Context: an optimization exercise on an open-source flow, tuned for small area, a short achievable clock period and few clock cycles per item. The choices shown serve that exercise and are no tape-out recipe. Only simulation tests tie the RTL to the original design; equivalence was not proved. Power and IR drop assume default switching activity.

build 80:
==> flow/design.v (excerpt) <==
module data_feeder_top #(
    parameter feeder_pkg::bus_addr_t BUS_BASE = 32'hC400_0000
) (
    input  logic                  clk_i,
    input  logic                  rst_i,
    input  logic                  host_strobe_i,
    input  logic                  host_rw_i,
    input  feeder_pkg::bus_addr_t host_addr_i,
    input  feeder_pkg::bus_data_t host_wdata_i,
    output logic                  host_ready_o,
    output feeder_pkg::bus_data_t host_rdata_o,
    input  logic                  fifo_addr_full_i,
    input  logic                  fifo_rw_full_i,
    input  logic                  fifo_data_empty_i,
    input  feeder_pkg::line_t     dram_line_i,
    output logic                  dram_addr_valid_o,
    output feeder_pkg::bus_addr_t dram_addr_o,
    output logic                  fifo_data_rd_en_o,
    output feeder_pkg::load_cmd_t load_cmd_o
);
For scale: roughly 1300 cells after synthesis, about 160 flip-flops, about 690 I/O pins, ~11000 um2 of cells after synthesis.
==> flow/config.mk <==
export PLATFORM = sky130hd
export DESIGN_NAME = data_feeder_top
export DESIGN_NICKNAME = data_feeder_top
export VERILOG_FILES = /design/flow/design.v
export SDC_FILE = /design/flow/constraint.sdc
export NUM_CORES = 4
export LEC_CHECK = 0
export CAP_MARGIN = 20
export CORE_AREA = 5 5 275 275
export DIE_AREA = 0 0 280 280
export SLEW_MARGIN = 20
==> flow/constraint.sdc <==
create_clock -name core_clock -period 5.0 [get_ports {clk_i}]
set_input_delay 1.0000 -clock core_clock [delete_from_list [all_inputs] [get_ports {clk_i}]]
set_output_delay 1.0000 -clock core_clock [all_outputs]
set_load 0.01 [all_outputs]
standard.sh (not shown) runs the stock make flow with config.mk's settings and CLKGATE_MAP_FILE= SYNTH_SCRIPT=/design/flow/synth_recipe.tcl, a recipe that flattens the netlist after the stock synthesis.
==> flow/flow/run.sh <==
#!/bin/bash
# Standard ORFS layout, with the port buffers made of the smallest buffer cell.
set -euo pipefail
export BUFFER_PORTS_ARGS="-buffer_cell sky130_fd_sc_hd__buf_1"
bash standard.sh finish > standard.log 2>&1
Testbench counts of build 80, summed over its fixed seeds: cycles 184,696, words 174,743.
The inputs of build 16 differ from those of build 80 as listed below.
- SETUP_SLACK_MARGIN newly set to 2.5
- ABC_CLOCK_PERIOD_IN_PS newly set to 2500
[summary]
- In terms of multi-input logic portion of the cell area, build 80 and build 16 differ only marginally.
- Compared with build 80, number of nets in the layout in build 16 increased by a few percent.
- | worst hold slack | build 80 vs build 16 | ≈ equal |
- Any difference in count of inverters other than clock inverters in the layout between build 80 and build 16 is small enough to ignore.
- Build 16 finished every step from synthesis to the final layout, and the layout passed the timing, design-rule and antenna checks.
- Taking build 80 as the reference point, the final critical-path share of the clock period of build 16 falls by 23 points.
Here is what was changed in the inputs of build 73 compared with build 16.
- a deleted SETUP_SLACK_MARGIN that had been 2.5
- a deleted ABC_CLOCK_PERIOD_IN_PS that had been 2500
==> flow/run.sh (new file) <==
#!/bin/bash
# synth_recipe.tcl (not shown) runs the flow's synth.tcl, then flattens the netlist and writes it again
# the make line also repeats each setting of config.mk as NAME=value (left out here)
make -C /OpenROAD-flow-scripts/flow DESIGN_CONFIG=/design/flow/config.mk WORK_HOME=/design/flow/orfs CLKGATE_MAP_FILE= SYNTH_SCRIPT=/design/flow/synth_recipe.tcl finish
removed: flow/flow/run.sh
removed: flow/standard.sh
==> results.txt <==
- Worst path buffer plus inverter count in build 73 is 1 below build 16.
- | global-route wire length before repair | higher: build 16 |
- On register cell area after layout, build 16 tracks build 73 almost exactly.
- Re area added between synthesis and finish: build 16 and build 73 aren't equal, and the lower value belongs to build 16.
- For build 16, the slowest cell on the critical path was sky130_fd_sc_hd__or4_4, unlike build 73, where it was sky130_fd_sc_hd__a221oi_1.
- Looking at build 16 and build 73, the final hold slack is a wash.

== run 1 ==
data_feeder_top, a different RTL version from the one above (not shown whole).
For scale: roughly 150 flip-flops, roughly 11000 um^2 of cells after synthesis.
==> flow/config.mk <==
export PLATFORM = sky130hd
export DESIGN_NAME = data_feeder_top
export DESIGN_NICKNAME = data_feeder_top
export VERILOG_FILES = /design/flow/design.v
export SDC_FILE = /design/flow/constraint.sdc
export NUM_CORES = 4
export LEC_CHECK = 0
export ABC_CLOCK_PERIOD_IN_PS = 2500
export CAP_MARGIN = 20
export CORE_AREA = 5 5 235 235
export DIE_AREA = 0 0 240 240
export SETUP_SLACK_MARGIN = 2.5
export SLEW_MARGIN = 20
==> flow/constraint.sdc <==
create_clock -name core_clock -period 5.0 [get_ports {clk_i}]
set_input_delay 1.0000 -clock core_clock [delete_from_list [all_inputs] [get_ports {clk_i}]]
set_output_delay 1.0000 -clock core_clock [all_outputs]
set_load 0.01 [all_outputs]
==> flow/flow/run.sh <==
#!/bin/bash
# Standard ORFS layout, with the port buffers made of the smallest buffer cell.
set -euo pipefail
export BUFFER_PORTS_ARGS="-buffer_cell sky130_fd_sc_hd__buf_1"
bash standard.sh finish > standard.log 2>&1
Testbench counts of run 1, summed over its fixed seeds: cycles 185,016, words 174,743.
> inputs changed (run 1 -> run 2)
- swapping 0 0 240 240 for 0 0 205 205 in DIE_AREA
- swapping 5 5 235 235 for 5 5 200 200 in CORE_AREA
--- a/flow/flow/run.sh
+++ b/flow/flow/run.sh
@@ -2 +2,2 @@
-# Standard ORFS layout, with the port buffers made of the smallest buffer cell.
+# Standard ORFS layout, with the port buffers made of the smallest buffer
+# cell and the pins allowed on every routing track, for a smaller die.
@@ -4,0 +6 @@
+export PLACE_PINS_ARGS="-min_distance 1 -min_distance_in_tracks"
### Flow results
Run 2 failed in 5_1_grt with GRT-0116. Diff run 1 and run 2: HPWL after detailed placement higher in run 1. Comparing run 1 and run 2, the lower last weighted congestion value of the routability-driven placer is on run 1. Run 2 against run 1; number of cell rows is down by more than 10%.
## Diff of input files: run 3 against run 2
- DIE_AREA: 0 0 205 205 -> 0 0 240 240
- CTS_BUF_LIST: unset -> sky130_fd_sc_hd__clkbuf_8
- CTS_CLUSTER_DIAMETER: unset -> 80
- CTS_CLUSTER_SIZE: unset -> 40
- CORE_AREA: 5 5 200 200 -> 5 5 235 235
==> flow/flow/run.sh <==
#!/bin/bash
# Standard ORFS layout, with the port buffers made of the smallest buffer cell.
set -euo pipefail
export BUFFER_PORTS_ARGS="-buffer_cell sky130_fd_sc_hd__buf_1"
bash standard.sh finish > standard.log 2>&1
## What came out
- Run 3 has completed all stages; timing, DRC and antenna checks passed.
- Run 3 ends up with a number of cell rows that is about 18% higher than in run 2.
- Changes observed in run 3 relative to run 2: die boundary width up 17%, area after detailed placement has increased.
Here is what was changed in the inputs of run 4 compared with run 3.
- SETUP_SLACK_MARGIN now 2.3, was 2.5
[summary]
Run 4 closes out successfully: all stages finished, all timing, DRC and antenna checks passed. Compared with run 3, in run 4 final routed wirelength across all metal layers has remained practically unchanged, post-DP HPWL has remained practically unchanged. Taking run 3 as the reference point, the number of standard cells in the layout, taps in and fillers out of run 4 falls by about 0.55%. Post-CTS setup buffer count (lower): run 4. Run 4 vs. run 3: number of setup violations in the final report roughly the same; power share of the clock group lower.

Another version of the RTL of data_feeder_top (not shown whole).
Size in the first run: ~0.010 mm² of cells after synthesis.
==> flow/config.mk <==
export PLATFORM = sky130hd
export DESIGN_NAME = data_feeder_top
export DESIGN_NICKNAME = data_feeder_top
export VERILOG_FILES = /design/flow/design.v
export SDC_FILE = /design/flow/constraint.sdc
export NUM_CORES = 4
export LEC_CHECK = 0
export ABC_CLOCK_PERIOD_IN_PS = 2500
export CAP_MARGIN = 0
export CORE_AREA = 5 5 235 235
export CTS_BUF_LIST = sky130_fd_sc_hd__clkbuf_8 sky130_fd_sc_hd__clkbuf_16
export CTS_CLUSTER_DIAMETER = 150
export CTS_CLUSTER_SIZE = 40
export DIE_AREA = 0 0 240 240
export SETUP_SLACK_MARGIN = 2.5
export SLEW_MARGIN = 0
==> flow/constraint.sdc <==
create_clock -name core_clock -period 5.0 [get_ports {clk_i}]
set_input_delay 1.0000 -clock core_clock [delete_from_list [all_inputs] [get_ports {clk_i}]]
set_output_delay 1.0000 -clock core_clock [all_outputs]
set_load 0.01 [all_outputs]
==> flow/flow/run.sh <==
#!/bin/bash
# Standard ORFS layout, with the port buffers made of the smallest buffer cell.
set -euo pipefail
export BUFFER_PORTS_ARGS="-buffer_cell sky130_fd_sc_hd__buf_1"
bash standard.sh finish > standard.log 2>&1
Testbench counts at the start, summed over its fixed seeds: cycles 185,016, words 174,743.
Rerun with:
CAP_MARGIN = 20   (was 0)
CTS_BUF_LIST = sky130_fd_sc_hd__clkbuf_8   (was sky130_fd_sc_hd__clkbuf_8 sky130_fd_sc_hd__clkbuf_16)
CTS_CLUSTER_DIAMETER = 80   (was 150)
SETUP_SLACK_MARGIN = 2.7   (was 2.5)
SLEW_MARGIN = 20   (was 0)
Fmax is higher slightly.
Via count is higher by a few percent.
Synthesized area is unchanged.
Clock skew is lower by 0.0099 ns.
Worst setup slack gains 0.030 ns.
Count of clock-buffer cells in the layout is unchanged.
Rerun with:
CTS_BUF_LIST = sky130_fd_sc_hd__clkbuf_8 sky130_fd_sc_hd__clkbuf_16   (was sky130_fd_sc_hd__clkbuf_8)
CTS_CLUSTER_DIAMETER = 150   (was 80)
SETUP_SLACK_MARGIN = 2.5   (was 2.7)
Outcome: The changed run produced a clean layout. Via count shrinks by 2.4%. Routed wire length shrinks by about 1.6%. Maximum frequency fell by about 1.2%. Synthesized area does not change. Clock skew is higher by 0.0099 ns.
Rerun with:
CTS_BUF_LIST = sky130_fd_sc_hd__clkbuf_8   (was sky130_fd_sc_hd__clkbuf_8 sky130_fd_sc_hd__clkbuf_16)
CTS_CLUSTER_DIAMETER = 80   (was 150)
After rerunning: Combinational power stays flat. Clock skew hardly moves. Wire length stays flat.

data_feeder_top, a different RTL version from the one above (not shown whole).
For scale: ~1300 cells after synthesis, ~150 flip-flops, roughly 690 I/O pins.
## data_feeder_top
module data_feeder_top #(
    parameter feeder_pkg::bus_addr_t BUS_BASE = 32'hC400_0000
) (
    input  logic                  clk_i,
    input  logic                  rst_i,
    input  logic                  host_strobe_i,
    input  logic                  host_rw_i,
    input  feeder_pkg::bus_addr_t host_addr_i,
    input  feeder_pkg::bus_data_t host_wdata_i,
    output logic                  host_ready_o,
    output feeder_pkg::bus_data_t host_rdata_o,
    input  logic                  fifo_addr_full_i,
    input  logic                  fifo_rw_full_i,
    input  logic                  fifo_data_empty_i,
    input  feeder_pkg::line_t     dram_line_i,
    output logic                  dram_addr_valid_o,
    output feeder_pkg::bus_addr_t dram_addr_o,
    output logic                  fifo_data_rd_en_o,
    output feeder_pkg::load_cmd_t load_cmd_o
);
export LEC_CHECK = 0
export ABC_CLOCK_PERIOD_IN_PS = 2500
export CAP_MARGIN = 20
export CORE_AREA = 5 5 235 235
export CTS_BUF_LIST = sky130_fd_sc_hd__clkbuf_8 sky130_fd_sc_hd__clkbuf_16
export CTS_CLUSTER_DIAMETER = 150
export CTS_CLUSTER_SIZE = 40
export DIE_AREA = 0 0 240 240
export SETUP_SLACK_MARGIN = 2.9
export SLEW_MARGIN = 20
create_clock -name core_clock -period 5.0 [get_ports {clk_i}]
==> flow/flow/run.sh <==
#!/bin/bash
# Standard ORFS layout, with the port buffers made of the smallest buffer
# cell, and the slow wide OR and NOR cells and the unsizable AOI222 kept
# out of the mapping and sizing.
set -euo pipefail
lib="$FLOW_HOME/platforms/sky130hd/lib/sky130_fd_sc_hd__tt_025C_1v80.lib"
platform=$(sed -n '/DONT_USE_CELLS += /,/^$/p' "$FLOW_HOME/platforms/sky130hd/config.mk" \
  | tr -d '\\' | sed 's/export DONT_USE_CELLS += //' | tr -s ' \n' ' ')
slow=$(grep -o 'cell ("sky130_fd_sc_hd__\(or4\|or3\|nor4\|a222oi\)[a-z0-9_]*")' "$lib" \
  | sed 's/cell ("//; s/")//' | tr '\n' ' ')
echo "DONT_USE_CELLS=$platform $slow" > dont_use.log
export BUFFER_PORTS_ARGS="-buffer_cell sky130_fd_sc_hd__buf_1"
bash standard.sh "DONT_USE_CELLS=$platform $slow" finish > standard.log 2>&1
Testbench counts at the start, summed over its fixed seeds: cycles 185,016, words 174,743.
Change:
==> flow/flow/run.sh (replaced) <==
#!/bin/bash
# Standard ORFS layout, with the port buffers made of the smallest buffer
# cell, and the slow wide OR and NOR cells, the four-input-stack AOI/OAI
# cells, the two-stage AO/OA cells and the unsizable AOI222 kept out of
# the mapping and sizing. Pins may sit on every track, for a smaller die.
set -euo pipefail
lib="$FLOW_HOME/platforms/sky130hd/lib/sky130_fd_sc_hd__tt_025C_1v80.lib"
platform=$(sed -n '/DONT_USE_CELLS += /,/^$/p' "$FLOW_HOME/platforms/sky130hd/config.mk" \
  | tr -d '\\' | sed 's/export DONT_USE_CELLS += //' | tr -s ' \n' ' ')
slow=$(grep -o 'cell ("sky130_fd_sc_hd__\(or4\|or3\|nor4\|a222oi\|a2111o\|o2111a\|a221o_\|o221a_\|a2bb2o_\|o2bb2a_\)[a-z0-9_]*")' "$lib" \
  | sed 's/cell ("//; s/")//' | tr '\n' ' ')
echo "DONT_USE_CELLS=$platform $slow" > dont_use.log
export PLACE_PINS_ARGS="-min_distance 1 -min_distance_in_tracks"
export BUFFER_PORTS_ARGS="-buffer_cell sky130_fd_sc_hd__buf_1"
bash standard.sh "DONT_USE_CELLS=$platform $slow" finish > standard.log 2>&1
--- a/flow/config.mk
+++ b/flow/config.mk
@@ -9,3 +9,3 @@
 export CAP_MARGIN = 20
-export CORE_AREA = 5 5 235 235
+export CORE_AREA = 5 5 215 215
 export CTS_BUF_LIST = sky130_fd_sc_hd__clkbuf_8 sky130_fd_sc_hd__clkbuf_16
@@ -13,4 +13,4 @@
 export CTS_CLUSTER_SIZE = 40
-export DIE_AREA = 0 0 240 240
-export SETUP_SLACK_MARGIN = 2.9
+export DIE_AREA = 0 0 220 220
+export SETUP_SLACK_MARGIN = 2.8
 export SLEW_MARGIN = 20
After rerunning:
- The changed run completed with no timing, DRC or antenna violations
- area after synthesis stays flat
- worst setup slack gets better by 68 ps
- sequential power stays flat
Change:
==> flow/flow/run.sh (replaced) <==
#!/bin/bash
# Standard ORFS layout, with the port buffers made of the smallest buffer
# cell, and the slow wide OR and NOR cells and the unsizable AOI222 kept
# out of the mapping and sizing.
set -euo pipefail
lib="$FLOW_HOME/platforms/sky130hd/lib/sky130_fd_sc_hd__tt_025C_1v80.lib"
platform=$(sed -n '/DONT_USE_CELLS += /,/^$/p' "$FLOW_HOME/platforms/sky130hd/config.mk" \
  | tr -d '\\' | sed 's/export DONT_USE_CELLS += //' | tr -s ' \n' ' ')
slow=$(grep -o 'cell ("sky130_fd_sc_hd__\(or4\|or3\|nor4\|a222oi\)[a-z0-9_]*")' "$lib" \
  | sed 's/cell ("//; s/")//' | tr '\n' ' ')
echo "DONT_USE_CELLS=$platform $slow" > dont_use.log
export BUFFER_PORTS_ARGS="-buffer_cell sky130_fd_sc_hd__buf_1"
bash standard.sh "DONT_USE_CELLS=$platform $slow" finish > standard.log 2>&1
--- a/flow/config.mk
+++ b/flow/config.mk
@@ -9,3 +9,3 @@
 export CAP_MARGIN = 20
-export CORE_AREA = 5 5 215 215
+export CORE_AREA = 5 5 235 235
 export CTS_BUF_LIST = sky130_fd_sc_hd__clkbuf_8 sky130_fd_sc_hd__clkbuf_16
@@ -13,4 +13,4 @@
 export CTS_CLUSTER_SIZE = 40
-export DIE_AREA = 0 0 220 220
-export SETUP_SLACK_MARGIN = 2.8
+export DIE_AREA = 0 0 240 240
+export SETUP_SLACK_MARGIN = 2.7
 export SLEW_MARGIN = 20
Effect:
- cell count rose by a few percent
- sequential cell count stays the same
- global-route usage rises by 4.3 points
- cell area climbs slightly
- worst hold slack is about the same
- count of clock-buffer cells in the layout is lower by 2
Change:
--- a/flow/config.mk
+++ b/flow/config.mk
@@ -14,3 +14,3 @@
 export DIE_AREA = 0 0 240 240
-export SETUP_SLACK_MARGIN = 2.7
+export SETUP_SLACK_MARGIN = 2.8
 export SLEW_MARGIN = 20
- The changed run ran to the end with no violations
- critical path depth grows by 5
- synthesized area does not change
- maximum frequency grows by 1.6%
- via count climbs by 0.38%
- wire length stays flat
- total power grows by 2.8%
- core utilization increases by 0.37 points
- worst hold slack got worse by 11 ps
Change:
--- a/flow/flow/run.sh
+++ b/flow/flow/run.sh
@@ -1,4 +1,4 @@
 #!/bin/bash
-# Standard ORFS layout, with the port buffers made of the smallest buffer
-# cell, and the slow wide OR and NOR cells and the unsizable AOI222 kept
+# Standard ORFS layout, with the input port buffers made of the smallest
+# buffer cell and the output ones of the next size, and the slow wide OR and NOR cells and the unsizable AOI222 kept
 # out of the mapping and sizing.
@@ -11,3 +11,4 @@
 echo "DONT_USE_CELLS=$platform $slow" > dont_use.log
-export BUFFER_PORTS_ARGS="-buffer_cell sky130_fd_sc_hd__buf_1"
+export BUFFER_PORTS_ARGS="-inputs -buffer_cell sky130_fd_sc_hd__buf_1"
+export POST_GLOBAL_PLACE_TCL=$PWD/flow/out_buffers.tcl
 bash standard.sh "DONT_USE_CELLS=$platform $slow" finish > standard.log 2>&1
==> flow/flow/out_buffers.tcl (new file) <==
# Buffer the output ports with a two-drive buffer; the inputs already have
# the smallest one.
log_cmd buffer_ports -outputs -buffer_cell sky130_fd_sc_hd__buf_2
--- a/flow/config.mk
+++ b/flow/config.mk
@@ -14,3 +14,3 @@
 export DIE_AREA = 0 0 240 240
-export SETUP_SLACK_MARGIN = 2.8
+export SETUP_SLACK_MARGIN = 2.9
 export SLEW_MARGIN = 20
After rerunning:
- The new run passed the timing, design-rule and antenna checks
- wire length grows by 4.0%
- synthesized cell count stays the same
- non-clock buffer count grows by 55
- count of clock-buffer cells in the layout is unchanged
- power shrinks by 1.7%
- die area stays the same
- core utilization grows by 1.8 points
- critical path depth grows by 1
- setup slack is better by 26 ps
- combinational power grows by about 3%

==> re-timing with driven ports <==
In the flow no input, the clock included, has a driving cell. The finished layouts below were timed again as built, in two steps.
Step 1 sets driving cells, clkbuf_16 on the clock port and buf_2 on the other inputs (assumed; they add their load-dependent delay and slew).
Step 2 times the ports against the registers' clock, not the clock port: input delays grow and output delays shrink by t, the midpoint of the rising clock arrivals with the driver on.
Slacks: no drivers / after step 1 / after step 2; pairs: no drivers / after step 1.
| run | shift t [ns] | slack for setup (ns) | worst register clock-pin slew, ns | worst data-port slew with drivers (ns) |
|---|---|---|---|---|
| build 80 | 0.518 | 0.505 / 0.505 / 0.505 | 0.09 / 0.09 | 0.24 |
| build 16 | 0.545 | 1.674 / 1.674 / 1.674 | 0.08 / 0.08 | 0.31 |
| build 73 | 0.520 | 0.702 / 0.702 / 0.702 | 0.09 / 0.09 | 0.26 |
| run 1 | 0.516 | 2.543 / 2.543 / 2.066 | 0.08 / 0.08 | 0.24 |
| run 3 | 0.579 | 2.549 / 2.515 / 2.005 | 0.11 / 0.11 | 0.27 |
| run 4 | 0.561 | 2.280 / 2.280 / 1.892 | 0.12 / 0.12 | 0.24 |
| the first run of note 3 | 0.496 | 2.507 / 2.507 / 2.070 | 0.08 / 0.08 | 0.25 |
| the second run of note 3 | 0.577 | 2.536 / 2.536 / 2.095 | 0.11 / 0.11 | 0.26 |
| the third run of note 3 | 0.496 | 2.507 / 2.507 / 2.070 | 0.08 / 0.08 | 0.25 |
| the fourth run of note 3 | 0.536 | 2.498 / 2.498 / 2.060 | 0.11 / 0.11 | 0.24 |
| the first run of note 4 | 0.518 | 2.752 / 2.752 / 2.370 | 0.08 / 0.08 | 0.25 |
| the second run of note 4 | 0.478 | 2.820 / 2.804 / 2.413 | 0.08 / 0.08 | 0.20 |
| the third run of note 4 | 0.514 | 2.756 / 2.701 / 2.285 | 0.08 / 0.08 | 0.24 |
| the fourth run of note 4 | 0.500 | 2.792 / 2.772 / 2.354 | 0.07 / 0.07 | 0.25 |
| the fifth run of note 4 | 0.510 | 2.818 / 2.793 / 2.338 | 0.08 / 0.08 | 0.23 |
After both steps setup and hold are still met in every run listed. For run 3, which loses most, drivers alone change the setup slack by -0.034 ns; drivers and shift together by -0.544 ns.
